Source: an optimization exercise on an open RTL-to-GDS flow (aim: small area). Production flows keep margins and buffers that such runs may drop. Where RTL was checked, it was by simulation tests only, not by an equivalence proof against the original.

Design window_mult_pipe, start of the top module:
module window_mult_pipe #(
  parameter int K   = 3,
  parameter int NI  = 8,
  parameter int NF  = 8,
  parameter int LAT = 2,
  parameter int CW  = 5
) (
  input  logic                            clk,
  input  logic                            rst_n,
  input  logic                            in_valid,
  output logic                            in_ready,
  input  logic                            sgn_i,
  input  logic [K*K*NI-1:0]               i_flat,
  input  logic [K*K*NF-1:0]               f_flat,
  input  logic [CW-1:0]                   row_in,
  input  logic [CW-1:0]                   col_in,
  input  logic                            done_in,
  output logic                            out_valid,
  input  logic                            out_ready,
  output logic [K*K*(NI+NF)-1:0]          d_flat,
  output logic [CW-1:0]                   row_out,
  output logic [CW-1:0]                   col_out,
  output logic                            done_out,
  output logic [NI+NF+$clog2(K*K)-1:0]    sum_o
);
Size in the first run: ~2200 cells after synthesis, roughly 340 I/O pins, roughly 32000 µm² of cells after synthesis.
clock: 6.5 ns
lec_check: 0
cap_margin: 20
core_margin: 2
core_utilization: 76
place_density: 0.86
slew_margin: 20
synth_hierarchical: 1
standard.sh (not shown) runs the stock make flow with config.mk's settings and CLKGATE_MAP_FILE= SYNTH_SCRIPT=/design/flow/synth_recipe.tcl, a recipe that flattens the netlist after the stock synthesis.
==> flow/flow/run.sh <==
#!/bin/bash
# The standard layout, with the port buffers made of the smallest buffer and a clock tree
# without dummy loads. Each tool's output goes to orfs/logs; make's own output to flow_make.log.
set -euo pipefail
bash standard.sh \
  "BUFFER_PORTS_ARGS=-buffer_cell sky130_fd_sc_hd__buf_1" \
  "CTS_ARGS=-sink_clustering_enable -repair_clock_nets -dont_use_dummy_load -sink_clustering_size 18 -sink_clustering_max_diameter 60 -buf_list {sky130_fd_sc_hd__clkbuf_8}" \
  finish > flow_make.log 2>&1
Then changed:
--- a/flow/design.v
+++ b/flow/design.v
@@ -264,34 +264,36 @@
   wire s214, c215;
   wm_fa u_fa216 (.a(s125), .b(s128), .c(c212), .s(s214), .co(c215));
   wire s217, c218;
   wm_fa u_fa219 (.a(c129), .b(s146), .c(c215), .s(s217), .co(c218));
   wire s220, c221;
   wm_fa u_fa222 (.a(c147), .b(s161), .c(c218), .s(s220), .co(c221));
   wire s223, c224;
-  wm_fa u_fa225 (.a(c162), .b(s173), .c(c221), .s(s223), .co(c224));
+  wm_ha u_ha225 (.a(c162), .b(s173), .s(s223), .co(c224));
   wire s226, c227;
-  wm_ha u_ha228 (.a(c174), .b(s182), .s(s226), .co(c227));
+  wm_fa u_fa228 (.a(c174), .b(s182), .c(c224), .s(s226), .co(c227));
   wire s229, c230;
   wm_fa u_fa231 (.a(s188), .b(c183), .c(c227), .s(s229), .co(c230));
   wire s232, c233;
   wm_fa u_fa234 (.a(s191), .b(c189), .c(c230), .s(s232), .co(c233));
   wire s235, c236;
   wm_fa u_fa237 (.a(n194), .b(c192), .c(c233), .s(s235), .co(c236));
   wire x238 = pp64 ^ x195 ^ c236;
-  wire y239 = s226 ^ c224;
-  wire k240 = c224 & s226;
-  wire y241 = s229 ^ k240;
-  wire k242 = k240 & s229;
-  wire y243 = s232 ^ k242;
-  wire k244 = k242 & s232;
-  wire y245 = s235 ^ k244;
-  wire k246 = k244 & s235;
-  wire y247 = x238 ^ k246;
-  assign y = {y247, y245, y243, y241, y239, s223, s220, s217, s214, s211, s208, s205, s202, s199, s196, pp1};
+  wire y239 = s223 ^ c221;
+  wire k240 = c221 & s223;
+  wire y241 = s226 ^ k240;
+  wire k242 = k240 & s226;
+  wire y243 = s229 ^ k242;
+  wire k244 = k242 & s229;
+  wire y245 = s232 ^ k244;
+  wire k246 = k244 & s232;
+  wire y247 = s235 ^ k246;
+  wire k248 = k246 & s235;
+  wire y249 = x238 ^ k248;
+  assign y = {y249, y247, y245, y243, y241, y239, s220, s217, s214, s211, s208, s205, s202, s199, s196, pp1};
 endmodule
 module wm_sum (
   input  logic [143:0] d,
   output logic [19:0]  y
 );
   wire t1 = ~d[15];
   wire t2 = ~d[31];
After rerunning:
- via count goes up by 0.66%
- clock skew is lower by 0.020 ns
- hold slack is better by 0.024 ns
- synthesized cell count came out higher by 0.40%
- fmax stays flat
- flip-flop and latch count is unchanged
- setup slack got worse by 0.0042 ns
- non-clock buffer count goes down by 3
- cell count barely changes
- routed wire length is higher by 2.0%
- clock-buffer cell count stays the same
- cell area hardly moves
Function not checked in the first run of this note: the RTL went through the layout flow alone.

port drivers added, routing unchanged:
Ports are ideal in the flow. The routed layouts listed here were re-timed in OpenROAD. Step 1 assumes that a clkbuf_16 drives the clock port and a buf_2 every other input. Step 2 moves the port delays by t, midway between the first and last clock arrival at a register: inputs arrive t later, outputs are due t later. That takes back most of the time a late clock gives input paths. Three values: ideal ports, drivers, drivers and shift; two values: the first two.
| run | t (ns) | setup slack, ns | pins driven straight from the clock port |
|---|---|---|---|
| the first run | 0.686 | 0.162 / 0.101 / 0.641 | 1 |
| the second run | 0.679 | 0.158 / 0.103 / 0.644 | 1 |
After both steps every run listed still meets setup and hold.
